Context: an optimization exercise on an open-source flow, tuned for small area, a short achievable clock period and few clock cycles per item. The choices shown serve that exercise and are no tape-out recipe. Function was checked by simulation only, so behaviour that the tests miss may differ from the original.

File: run.sh
#!/bin/bash
# synth_recipe.tcl (not shown) runs the flow's synth.tcl, then flattens the netlist and writes it again
# the make line also repeats each setting of config.mk as NAME=value (left out here)
make -C /OpenROAD-flow-scripts/flow DESIGN_CONFIG=/design/flow/config.mk WORK_HOME=/design/flow/orfs CLKGATE_MAP_FILE= SYNTH_SCRIPT=/design/flow/synth_recipe.tcl finish
File: config.mk
export PLATFORM = sky130hd
export DESIGN_NAME = prime_field_alu
export DESIGN_NICKNAME = prime_field_alu
export VERILOG_FILES = /design/flow/design.v
export SDC_FILE = /design/flow/constraint.sdc
export NUM_CORES = 4
export LEC_CHECK = 0
export CAP_MARGIN = 20
export CORE_MARGIN = 2
export CORE_UTILIZATION = 40
export SLEW_MARGIN = 20
File: constraint.sdc
create_clock -name core_clock -period 10.0 [get_ports {i_clk}]
set_input_delay 2.0000 -clock core_clock [delete_from_list [all_inputs] [get_ports {i_clk}]]
set_output_delay 2.0000 -clock core_clock [all_outputs]
set_load 0.01 [all_outputs]
File: design.v
package pfa_pkg;
    localparam int unsigned FIELD_W = 30;
    localparam logic [FIELD_W-1:0] FIELD_PRIME = 30'd998244353;
    localparam logic [FIELD_W-1:0] EXP_INV     = FIELD_PRIME - 30'd2;
    localparam logic [31:0]        PRIME_X2    = {1'b0, FIELD_PRIME, 1'b0};
    localparam logic [63:0] BARRETT_MU_64 = (64'd1 << 60) / 64'(FIELD_PRIME);
    localparam logic [30:0] BARRETT_MU    = BARRETT_MU_64[30:0];
    localparam int unsigned EXP_BITS = FIELD_W;
    localparam int unsigned BIT_W    = $clog2(EXP_BITS);
    typedef enum logic [1:0] {
        OP_ADD = 2'd0,
        OP_SUB = 2'd1,
        OP_MUL = 2'd2,
        OP_DIV = 2'd3
    } t_opcode;
    typedef struct packed {
        t_opcode            opcode;
        logic [FIELD_W-1:0] operand_a;
        logic [FIELD_W-1:0] operand_b;
    } t_in_word;
    typedef struct packed {
        logic [FIELD_W-1:0] result;
    } t_out_word;
    typedef logic [3:0] t_step;
    localparam t_step ST_IDLE      = 4'd0;
    localparam t_step ST_DISPATCH  = 4'd1;
    localparam t_step ST_ADD       = 4'd2;
    localparam t_step ST_SUB       = 4'd3;
    localparam t_step ST_MUL_GO    = 4'd4;
    localparam t_step ST_MUL_WAIT  = 4'd5;
    localparam t_step ST_DIV_INIT  = 4'd6;
    localparam t_step ST_BIT_TEST  = 4'd7;
    localparam t_step ST_ACC_GO    = 4'd8;
    localparam t_step ST_ACC_WAIT  = 4'd9;
    localparam t_step ST_LAST_TEST = 4'd10;
    localparam t_step ST_SQ_GO     = 4'd11;
    localparam t_step ST_SQ_WAIT   = 4'd12;
    localparam t_step ST_FIN_GO    = 4'd13;
    localparam t_step ST_FIN_WAIT  = 4'd14;
    localparam t_step ST_OUT       = 4'd15;
    typedef enum logic [2:0] {
        BR_NEXT     = 3'd0,
        BR_GOTO     = 3'd1,
        BR_WAIT_IN  = 3'd2,
        BR_DISPATCH = 3'd3,
        BR_WAIT_MUL = 3'd4,
        BR_BIT_CLR  = 3'd5,
        BR_LAST_BIT = 3'd6,
        BR_WAIT_OUT = 3'd7
    } t_branch;
    typedef enum logic [1:0] {
        XS_A   = 2'd0,
        XS_ACC = 2'd1,
        XS_SQ  = 2'd2
    } t_xsel;
    typedef enum logic [1:0] {
        YS_B   = 2'd0,
        YS_SQ  = 2'd1,
        YS_ACC = 2'd2
    } t_ysel;
    typedef enum logic [1:0] {
        DS_NONE = 2'd0,
        DS_ACC  = 2'd1,
        DS_SQ   = 2'd2,
        DS_RES  = 2'd3
    } t_dest;
    typedef struct packed {
        t_branch br;
        t_step   target;
        logic    mul_go;
        t_xsel   xsel;
        t_ysel   ysel;
        t_dest   mul_dest;
        logic    init_exp;
        logic    bit_inc;
        logic    wr_add;
        logic    wr_sub;
    } t_ucw;
    typedef struct packed {
        t_opcode opcode;
        logic    in_fire;
        logic    mul_done;
        logic    bit_clr;
        logic    last_bit;
        logic    out_free;
    } t_dp_status;
endpackage
module pfa_mulmod (
    input  logic                        i_clk,
    input  logic                        i_rst_n,
    input  logic                        i_go,
    input  logic [pfa_pkg::FIELD_W-1:0] i_x,
    input  logic [pfa_pkg::FIELD_W-1:0] i_y,
    output logic                        o_valid,
    output logic [pfa_pkg::FIELD_W-1:0] o_result
);
    logic [3:0]         r_v;
    logic [59:0]        r_prod;
    logic [30:0]        r_q;
    logic [31:0]        r_xlo1;
    logic [31:0]        r_qp;
    logic [31:0]        r_xlo2;
    logic [pfa_pkg::FIELD_W-1:0] r_res;
    logic [61:0]        w_q2;
    logic [31:0]        w_qp;
    logic [31:0]        w_rem;
    logic [31:0]        w_fix;
    assign w_q2  = 62'(r_prod[59:29]) * 62'(pfa_pkg::BARRETT_MU);
    assign w_qp  = 32'(r_q) * 32'(pfa_pkg::FIELD_PRIME);
    assign w_rem = r_xlo2 - r_qp;
    always_comb begin
        if (w_rem >= pfa_pkg::PRIME_X2) begin
            w_fix = w_rem - pfa_pkg::PRIME_X2;
        end else if (w_rem >= 32'(pfa_pkg::FIELD_PRIME)) begin
            w_fix = w_rem - 32'(pfa_pkg::FIELD_PRIME);
        end else begin
            w_fix = w_rem;
        end
    end
    always_ff @(posedge i_clk) begin
        if (!i_rst_n) begin
            r_v <= '0;
        end else begin
            r_v <= {r_v[2:0], i_go};
        end
    end
    always_ff @(posedge i_clk) begin
        r_prod <= 60'(i_x) * 60'(i_y);
        r_q    <= w_q2[61:31];
        r_xlo1 <= r_prod[31:0];
        r_qp   <= w_qp;
        r_xlo2 <= r_xlo1;
        r_res  <= w_fix[pfa_pkg::FIELD_W-1:0];
    end
    assign o_valid  = r_v[3];
    assign o_result = r_res;
endmodule
module pfa_useq (
    input  logic                i_clk,
    input  logic                i_rst_n,
    input  pfa_pkg::t_dp_status i_status,
    output pfa_pkg::t_ucw       o_ucw
);
    pfa_pkg::t_step r_step;
    pfa_pkg::t_step n_step;
    pfa_pkg::t_ucw  w_ucw;
    pfa_pkg::t_step w_inc;
    pfa_pkg::t_step w_disp;
    always_comb begin
        case (i_status.opcode)
            pfa_pkg::OP_ADD:  w_disp = pfa_pkg::ST_ADD;
            pfa_pkg::OP_SUB:  w_disp = pfa_pkg::ST_SUB;
            pfa_pkg::OP_MUL:  w_disp = pfa_pkg::ST_MUL_GO;
            pfa_pkg::OP_DIV:  w_disp = pfa_pkg::ST_DIV_INIT;
            default: w_disp = pfa_pkg::ST_IDLE;
        endcase
    end
    always_comb begin
        w_ucw = '0;
        case (r_step)
            pfa_pkg::ST_IDLE:      w_ucw.br = pfa_pkg::BR_WAIT_IN;
            pfa_pkg::ST_DISPATCH:  w_ucw.br = pfa_pkg::BR_DISPATCH;
            pfa_pkg::ST_ADD: begin
                w_ucw.wr_add = 1'b1;
                w_ucw.br     = pfa_pkg::BR_GOTO;
                w_ucw.target = pfa_pkg::ST_OUT;
            end
            pfa_pkg::ST_SUB: begin
                w_ucw.wr_sub = 1'b1;
                w_ucw.br     = pfa_pkg::BR_GOTO;
                w_ucw.target = pfa_pkg::ST_OUT;
            end
            pfa_pkg::ST_MUL_GO: begin
                w_ucw.mul_go = 1'b1;
                w_ucw.xsel   = pfa_pkg::XS_A;
                w_ucw.ysel   = pfa_pkg::YS_B;
            end
            pfa_pkg::ST_MUL_WAIT: begin
                w_ucw.br       = pfa_pkg::BR_WAIT_MUL;
                w_ucw.mul_dest = pfa_pkg::DS_RES;
                w_ucw.target   = pfa_pkg::ST_OUT;
            end
            pfa_pkg::ST_DIV_INIT:  w_ucw.init_exp = 1'b1;
            pfa_pkg::ST_BIT_TEST: begin
                w_ucw.br     = pfa_pkg::BR_BIT_CLR;
                w_ucw.target = pfa_pkg::ST_LAST_TEST;
            end
            pfa_pkg::ST_ACC_GO: begin
                w_ucw.mul_go = 1'b1;
                w_ucw.xsel   = pfa_pkg::XS_ACC;
                w_ucw.ysel   = pfa_pkg::YS_SQ;
            end
            pfa_pkg::ST_ACC_WAIT: begin
                w_ucw.br       = pfa_pkg::BR_WAIT_MUL;
                w_ucw.mul_dest = pfa_pkg::DS_ACC;
                w_ucw.target   = pfa_pkg::ST_LAST_TEST;
            end
            pfa_pkg::ST_LAST_TEST: begin
                w_ucw.br     = pfa_pkg::BR_LAST_BIT;
                w_ucw.target = pfa_pkg::ST_FIN_GO;
            end
            pfa_pkg::ST_SQ_GO: begin
                w_ucw.mul_go  = 1'b1;
                w_ucw.xsel    = pfa_pkg::XS_SQ;
                w_ucw.ysel    = pfa_pkg::YS_SQ;
                w_ucw.bit_inc = 1'b1;
            end
            pfa_pkg::ST_SQ_WAIT: begin
                w_ucw.br       = pfa_pkg::BR_WAIT_MUL;
                w_ucw.mul_dest = pfa_pkg::DS_SQ;
                w_ucw.target   = pfa_pkg::ST_BIT_TEST;
            end
            pfa_pkg::ST_FIN_GO: begin
                w_ucw.mul_go = 1'b1;
                w_ucw.xsel   = pfa_pkg::XS_A;
                w_ucw.ysel   = pfa_pkg::YS_ACC;
            end
            pfa_pkg::ST_FIN_WAIT: begin
                w_ucw.br       = pfa_pkg::BR_WAIT_MUL;
                w_ucw.mul_dest = pfa_pkg::DS_RES;
                w_ucw.target   = pfa_pkg::ST_OUT;
            end
            pfa_pkg::ST_OUT: begin
                w_ucw.br     = pfa_pkg::BR_WAIT_OUT;
                w_ucw.target = pfa_pkg::ST_IDLE;
            end
            default: begin
                w_ucw.br     = pfa_pkg::BR_GOTO;
                w_ucw.target = pfa_pkg::ST_IDLE;
            end
        endcase
    end
    assign w_inc = r_step + 4'd1;
    always_comb begin
        case (w_ucw.br)
            pfa_pkg::BR_NEXT:     n_step = w_inc;
            pfa_pkg::BR_GOTO:     n_step = w_ucw.target;
            pfa_pkg::BR_WAIT_IN:  n_step = i_status.in_fire ? w_inc : r_step;
            pfa_pkg::BR_DISPATCH: n_step = w_disp;
            pfa_pkg::BR_WAIT_MUL: n_step = i_status.mul_done ? w_ucw.target : r_step;
            pfa_pkg::BR_BIT_CLR:  n_step = i_status.bit_clr ? w_ucw.target : w_inc;
            pfa_pkg::BR_LAST_BIT: n_step = i_status.last_bit ? w_ucw.target : w_inc;
            pfa_pkg::BR_WAIT_OUT: n_step = i_status.out_free ? w_ucw.target : r_step;
            default:     n_step = pfa_pkg::ST_IDLE;
        endcase
    end
    always_ff @(posedge i_clk) begin
        if (!i_rst_n) begin
            r_step <= pfa_pkg::ST_IDLE;
        end else begin
            r_step <= n_step;
        end
    end
    assign o_ucw = w_ucw;
endmodule
module pfa_dpath (
    input  logic                i_clk,
    input  logic                i_rst_n,
    input  pfa_pkg::t_ucw       i_ucw,
    output pfa_pkg::t_dp_status o_status,
    input  logic                        i_in_valid,
    output logic                        o_in_ready,
    input  pfa_pkg::t_in_word           i_in_data,
    output logic                        o_out_valid,
    input  logic                        i_out_ready,
    output pfa_pkg::t_out_word          o_out_data
);
    pfa_pkg::t_opcode            r_op;
    logic [pfa_pkg::FIELD_W-1:0] r_a;
    logic [pfa_pkg::FIELD_W-1:0] r_b;
    logic [pfa_pkg::FIELD_W-1:0] r_acc;
    logic [pfa_pkg::FIELD_W-1:0] r_sq;
    logic [pfa_pkg::FIELD_W-1:0] r_res;
    logic [pfa_pkg::BIT_W-1:0]   r_bit;
    logic               r_out_valid;
    pfa_pkg::t_out_word          r_out_data;
    logic               w_in_ready;
    logic               w_in_fire;
    logic               w_out_free;
    logic               w_out_load;
    logic [pfa_pkg::FIELD_W:0]   w_sum;
    logic [pfa_pkg::FIELD_W-1:0] w_add;
    logic [pfa_pkg::FIELD_W-1:0] w_sub;
    logic [pfa_pkg::FIELD_W-1:0] w_mx;
    logic [pfa_pkg::FIELD_W-1:0] w_my;
    logic               w_mul_valid;
    logic [pfa_pkg::FIELD_W-1:0] w_mul_res;
    logic               w_mul_wr;
    function automatic logic [pfa_pkg::FIELD_W-1:0] reduce(input logic [pfa_pkg::FIELD_W-1:0] v);
        reduce = (v >= pfa_pkg::FIELD_PRIME) ? v - pfa_pkg::FIELD_PRIME : v;
    endfunction
    assign w_in_ready = (i_ucw.br == pfa_pkg::BR_WAIT_IN);
    assign w_in_fire  = i_in_valid && w_in_ready;
    assign w_out_free = !r_out_valid || i_out_ready;
    assign w_out_load = (i_ucw.br == pfa_pkg::BR_WAIT_OUT) && w_out_free;
    assign w_sum = {1'b0, r_a} + {1'b0, r_b};
    assign w_add = (w_sum >= {1'b0, pfa_pkg::FIELD_PRIME}) ?
                   pfa_pkg::FIELD_W'(w_sum - {1'b0, pfa_pkg::FIELD_PRIME}) : w_sum[pfa_pkg::FIELD_W-1:0];
    assign w_sub = (r_a >= r_b) ? r_a - r_b :
                   pfa_pkg::FIELD_W'({1'b0, r_a} + {1'b0, pfa_pkg::FIELD_PRIME} - {1'b0, r_b});
    always_comb begin
        case (i_ucw.xsel)
            pfa_pkg::XS_A:    w_mx = r_a;
            pfa_pkg::XS_ACC:  w_mx = r_acc;
            pfa_pkg::XS_SQ:   w_mx = r_sq;
            default: w_mx = r_a;
        endcase
        case (i_ucw.ysel)
            pfa_pkg::YS_B:    w_my = r_b;
            pfa_pkg::YS_SQ:   w_my = r_sq;
            pfa_pkg::YS_ACC:  w_my = r_acc;
            default: w_my = r_b;
        endcase
    end
    pfa_mulmod u_mulmod (
        .i_clk    (i_clk),
        .i_rst_n  (i_rst_n),
        .i_go     (i_ucw.mul_go),
        .i_x      (w_mx),
        .i_y      (w_my),
        .o_valid  (w_mul_valid),
        .o_result (w_mul_res)
    );
    assign w_mul_wr = (i_ucw.br == pfa_pkg::BR_WAIT_MUL) && w_mul_valid;
    always_ff @(posedge i_clk) begin
        if (w_in_fire) begin
            r_op <= i_in_data.opcode;
            r_a  <= reduce(i_in_data.operand_a);
            r_b  <= reduce(i_in_data.operand_b);
        end
        if (i_ucw.init_exp) begin
            r_acc <= pfa_pkg::FIELD_W'(1);
            r_sq  <= r_b;
            r_bit <= '0;
        end else if (i_ucw.bit_inc) begin
            r_bit <= r_bit + pfa_pkg::BIT_W'(1);
        end
        if (i_ucw.wr_add) begin
            r_res <= w_add;
        end else if (i_ucw.wr_sub) begin
            r_res <= w_sub;
        end
        if (w_mul_wr) begin
            case (i_ucw.mul_dest)
                pfa_pkg::DS_ACC:  r_acc <= w_mul_res;
                pfa_pkg::DS_SQ:   r_sq  <= w_mul_res;
                pfa_pkg::DS_RES:  r_res <= w_mul_res;
                default: ;
            endcase
        end
        if (w_out_load) begin
            r_out_data.result <= r_res;
        end
    end
    always_ff @(posedge i_clk) begin
        if (!i_rst_n) begin
            r_out_valid <= 1'b0;
        end else if (w_out_load) begin
            r_out_valid <= 1'b1;
        end else if (i_out_ready) begin
            r_out_valid <= 1'b0;
        end
    end
    assign o_in_ready  = w_in_ready;
    assign o_out_valid = r_out_valid;
    assign o_out_data  = r_out_data;
    assign o_status.opcode   = r_op;
    assign o_status.in_fire  = w_in_fire;
    assign o_status.mul_done = w_mul_valid;
    assign o_status.bit_clr  = !pfa_pkg::EXP_INV[r_bit];
    assign o_status.last_bit = (r_bit == pfa_pkg::BIT_W'(pfa_pkg::EXP_BITS - 1));
    assign o_status.out_free = w_out_free;
endmodule
module prime_field_alu (
    input  logic        i_clk,
    input  logic        i_rst_n,
    input  logic        i_in_valid,
    output logic        o_in_ready,
    input  logic [1:0]  i_in_opcode,
    input  logic [29:0] i_in_operand_a,
    input  logic [29:0] i_in_operand_b,
    output logic        o_out_valid,
    input  logic        i_out_ready,
    output logic [29:0] o_out_result
);
    pfa_pkg::t_in_word   w_in_data;
    pfa_pkg::t_out_word  w_out_data;
    assign w_in_data.opcode    = pfa_pkg::t_opcode'(i_in_opcode);
    assign w_in_data.operand_a = i_in_operand_a;
    assign w_in_data.operand_b = i_in_operand_b;
    assign o_out_result        = w_out_data.result;
    pfa_pkg::t_ucw       w_ucw;
    pfa_pkg::t_dp_status w_status;
    pfa_useq u_useq (
        .i_clk    (i_clk),
        .i_rst_n  (i_rst_n),
        .i_status (w_status),
        .o_ucw    (w_ucw)
    );
    pfa_dpath u_dpath (
        .i_clk    (i_clk),
        .i_rst_n  (i_rst_n),
        .i_ucw    (w_ucw),
        .o_status (w_status),
        .i_in_valid  (i_in_valid),
        .o_in_ready  (o_in_ready),
        .i_in_data   (w_in_data),
        .o_out_valid (o_out_valid),
        .i_out_ready (i_out_ready),
        .o_out_data  (w_out_data)
    );
endmodule
==> summary.md <==
| Metric | Value |
|---|---|
| Worst path slowest cell | fa_1 |
| Drt wl/cell | around 24 um |
| Most frequent cell after synthesis | inv_1 |
| Final Max Tran Viols | 0 |
| DRT iter0 DRCs | 4,322 |
| CP most frequent cell | fa_1 |
| Layout cells sized above 1 | 0.0544 |
| Core Region | 165,000 um^2 |
| TritonCTS clock tree | done |
| Area contributors post-synth | fa_1 (32%), ha_1 (16%), dfxtp_1 (10%) |
| WP depth | 32 |
| Maximum number of pins on one net before global-route repair | 61 |
| Drt via density | 5.38 |
| Slowest Stage Delay on Critical Path | between 0.5 and 0.6 ns |
| Post-synthesis sequential area ratio | 0.143 |
| Post-route core utilization | 0.442 |
| Io pins | between 90 and 100 |
| CP bufs+invs | 7 |
| Syn-to-layout area delta | 9.77% |
| Global-route wire length before repair | about 350,000 um |
| R2R Path Start | u_dpath.i_ucw[7] |
| Area leader, netlist | fa_1 |
| WP data required | 10.56 ns |
| Initial Util | 0.403 |
| Worst reg2reg path depth | 32 |
| DP HPWL | just under 200,000 um |
| Hold Crit Class | flop to flop |
| Count of cell types in the netlist | a little under 100 |
| Worst setup EP type | flop |
| Worst Path Arrival | ~10 ns |
| Worst-path clk slew | around 0.070 ns |
| GR Util All Layers | 0.275 |
| Worst setup SP type | flop |
| Slew Limit Headroom | 0.256 |
| Die height | 411 um |
| Max Fanout on Critical Path | 12 |
| Worst Setup EP | u_dpath.u_mulmod.r_prod[59] |
| Worst slew pin tran | 1.11 ns |
| Max Clk Rate | between 100 and 150 MHz |
| Ys Warns | 3 |
| CTS sink cnt | approximately 430 |
| Minimum period implied by the final worst setup slack | between 9 and 10 ns |
| Clock buffer count from CTS | between 50 and 60 |
| Grt ovf | 0 |
| Layout Nets | around 9,400 |
| DRC Markers | 0 |
| Die width | around 410 um |
| Initial antenna violation count | 13 |
| Worst R2R End | u_dpath.u_mulmod.r_prod[59] |
| Number of global-route vias before repair | about 54,000 |
| Post-DRT Antenna Nets | 0 |
| Post-synth ARST share | 0 |
| Number of flops mapped to enable cells by yosys | 92 |
| Most frequently used flop master after synthesis | dfxtp_1 |
| RSZ-0062 raised after global routing | no |
| CP delay by family, top | adder cells |
| H-tree levels | 2 |
| Flop and latch count out of synthesis | 429 |
| Fin crit share | 0.946 |
| Clock root buffer | clkbuf_16 |
| Worst Setup SP | u_dpath.i_ucw[7] |
| R2R setup slack | 0.54 ns |
| IO Port Bufs | between 90 and 100 |
| Post-synth top cells | inv_1 (1,415), fa_1 (1,073), ha_1 (831), nor2_1 (743), nand2_1 (686) |
| CTS Buffer Depth | 3 |
| Vias | between 50,000 and 60,000 |
| Worst skew pair latency | approximately 0.67 ns |
| Syn avg cell area | between 9 and 10 um^2 |
| Register area | approximately 9500 um^2 |
| Setup Skew | about 0.056 ns |
| Critical path type | flop to flop |
| Initial DRT Pass Iterations | 6 |
| Placer Congestion | just over 1 |
| Die area | around 170,000 um^2 |
| Setup Total Neg Slack | 0 ns |
| Max Cap Viol | 0 |
| Synth Instances | between 7,000 and 8,000 |
| Post-Route WL | roughly 230,000 um |
| Mapped cell area | 66,400 um^2 |
| Filler instances | roughly 16,000 |
| Area of the multi-input gates | roughly 51,000 um^2 |
| Synth top area share | 0.324 |
| Hold Crit Start | u_dpath.u_mulmod.r_xlo1[19] |
| Outcome | timing/DRC/antenna clean |
| Setup Viol. Count Final | 0 |
| Syn_nets | 9,304 |
| Core Rows | ~150 |
| Final Hold Fails | 0 |
cells by family (layout without fill, tap and decap cells):
kind of cell / after synthesis / count (layout) / synth area share
mux: 63 / 63 / 0.00984
other cells: 0 / 4 / 0
compound gates: 994 / 994 / 0.0998
xor+xnor: 296 / 296 / 0.0391
flops: 429 / 429 / 0.143
simple gates: 1954 / 1954 / 0.131
fa+ha+maj: 1905 / 1905 / 0.480
buf+inv: 1693 / 1847 / 0.0963
through the flow:
step	hold slack, ns	cell area [um^2]	setup WS [ns]	std cells
after floorplan	0.310	66400	0.891	7334
after global placement	0.310	71000	0.370	9581
after detailed placement	0.312	71000	0.326	9581
after CTS	0.305	72800	0.298	9677
after global routing	0.316	72800	0.126	9677
final	0.299	72900	0.544	9681
worst reg2reg max path: cells and delay by family, from the launching register on:
family | cells | cell delay, ns
AO/OA/AOI/OAI | 11 | 2.69
XOR/XNOR | 1 | 0.13
AND/OR/NAND/NOR | 3 | 0.74
adder cells (fa/ha/maj) | 10 | 4.84
buffers and inverters | 7 | 0.65
flip-flops | 1 | 0.34
flip-flops by register name, indices dropped and copies added (netlist names), 13 cells and up:
signal / flops
u_dpath.u_mulmod.r_qp: 32
u_dpath.u_mulmod.r_prod: 60
u_dpath.r_res: 30
u_dpath.u_mulmod.r_xlo1: 32
u_dpath.u_mulmod.r_q: 31
u_dpath.u_mulmod.r_xlo2: 32
u_dpath.r_acc: 30
u_dpath.r_sq: 30
u_dpath.r_b: 30
u_dpath.u_mulmod.r_res: 30
u_dpath.r_a: 30
u_dpath.r_out_data: 30
u_dpath.i_ucw: 13
worst min-delay path by stage:
stage	endpoint	slack (ns)	depth (start not counted)
floorplan	u_dpath.u_mulmod.r_qp[10]	0.31	0
global placement	u_dpath.u_mulmod.r_xlo1[20]	0.31	0
detailed placement	u_dpath.u_mulmod.r_xlo1[15]	0.31	0
CTS	u_dpath.u_mulmod.r_xlo2[19]	0.31	0
global route	u_dpath.u_mulmod.r_xlo2[19]	0.32	0
finish	u_dpath.u_mulmod.r_xlo2[19]	0.30	0
cell type report:
class                           instances  share of cell area
Antenna cell                            4            0.000137
Clock buffer                           62              0.0193
Clock inverter                         34             0.00611
Inverter                             1418              0.0731
Multi-Input combinational cell       5212               0.694
Sequential cell                       429               0.131
Tap cell                             2189              0.0376
Timing Repair Buffer                  333              0.0388
cells in the final DEF, fill, tap and decap left out, drive strengths merged, types with 30 or more instances in the layout:
master	instances
inv	1426
fa	1073
ha	831
nor2	743
nand2	686
dfxtp	337
a21oi	270
buf	236
xnor2	202
o21ai	180
clkdlybuf4s50	97
xor2	94
o21a	93
edfxtp	92
a21o	87
nand3	78
nor3	66
a22oi	62
clkbuf	62
mux2i	54
nand4	52
nand2b	46
o21bai	42
nor4	41
nand3b	40
nor2b	37
a211oi	35
o211ai	32
or3	31
and3	30
what timing repair did:
| action | CTS | global route |
|---|---|---|
| endpoints found under the setup margin | 0 | 8 |
| hold buffers | 0 | 0 |
| setup buffers | 0 | 0 |
| resized for setup | 0 | 4 |
metal layers:
| layer | vias to the layer above | part of all wire | track usage |
|---|---|---|---|
| met5 | - | 0.00017 | 0 |
| met4 | 6 | 0.048 | 0.112 |
| met3 | 378 | 0.069 | 0.0418 |
| met2 | 1820 | 0.46 | 0.439 |
| met1 | 26300 | 0.43 | 0.372 |
| li1 | 23600 | - | - |
Testbench counts, summed over its fixed seeds: cycles 121,270, items 3,200.

-- port drivers added, routing unchanged --
How much do the figures lean on ideal ports? The routed layout below was timed once more, with nothing changed but the port constraints.
Step 1: set_driving_cell puts a clkbuf_16 on i_clk and a buf_2 on each other input, an assumption about the parent block.
Step 2 moves the port delays by t, midway between the first and last clock arrival at a register: inputs arrive t later, outputs are due t later. That takes back most of the time a late clock gives input paths.
Three values: no drivers, after step 1, after step 2; two values: the first two.
t, ns: 0.718
setup WS [ns]: 0.544 / 0.544 / 0.544
clock arrival spread, ns: 0.056 / 0.055
slew at the worst register clock pin (ns): 0.08 / 0.08
cell pins on the clock port's net: 1
After both steps this run still meets setup and hold. The setup slack of this run moves by 0.000 ns with the drivers and by 0.000 ns with both steps.
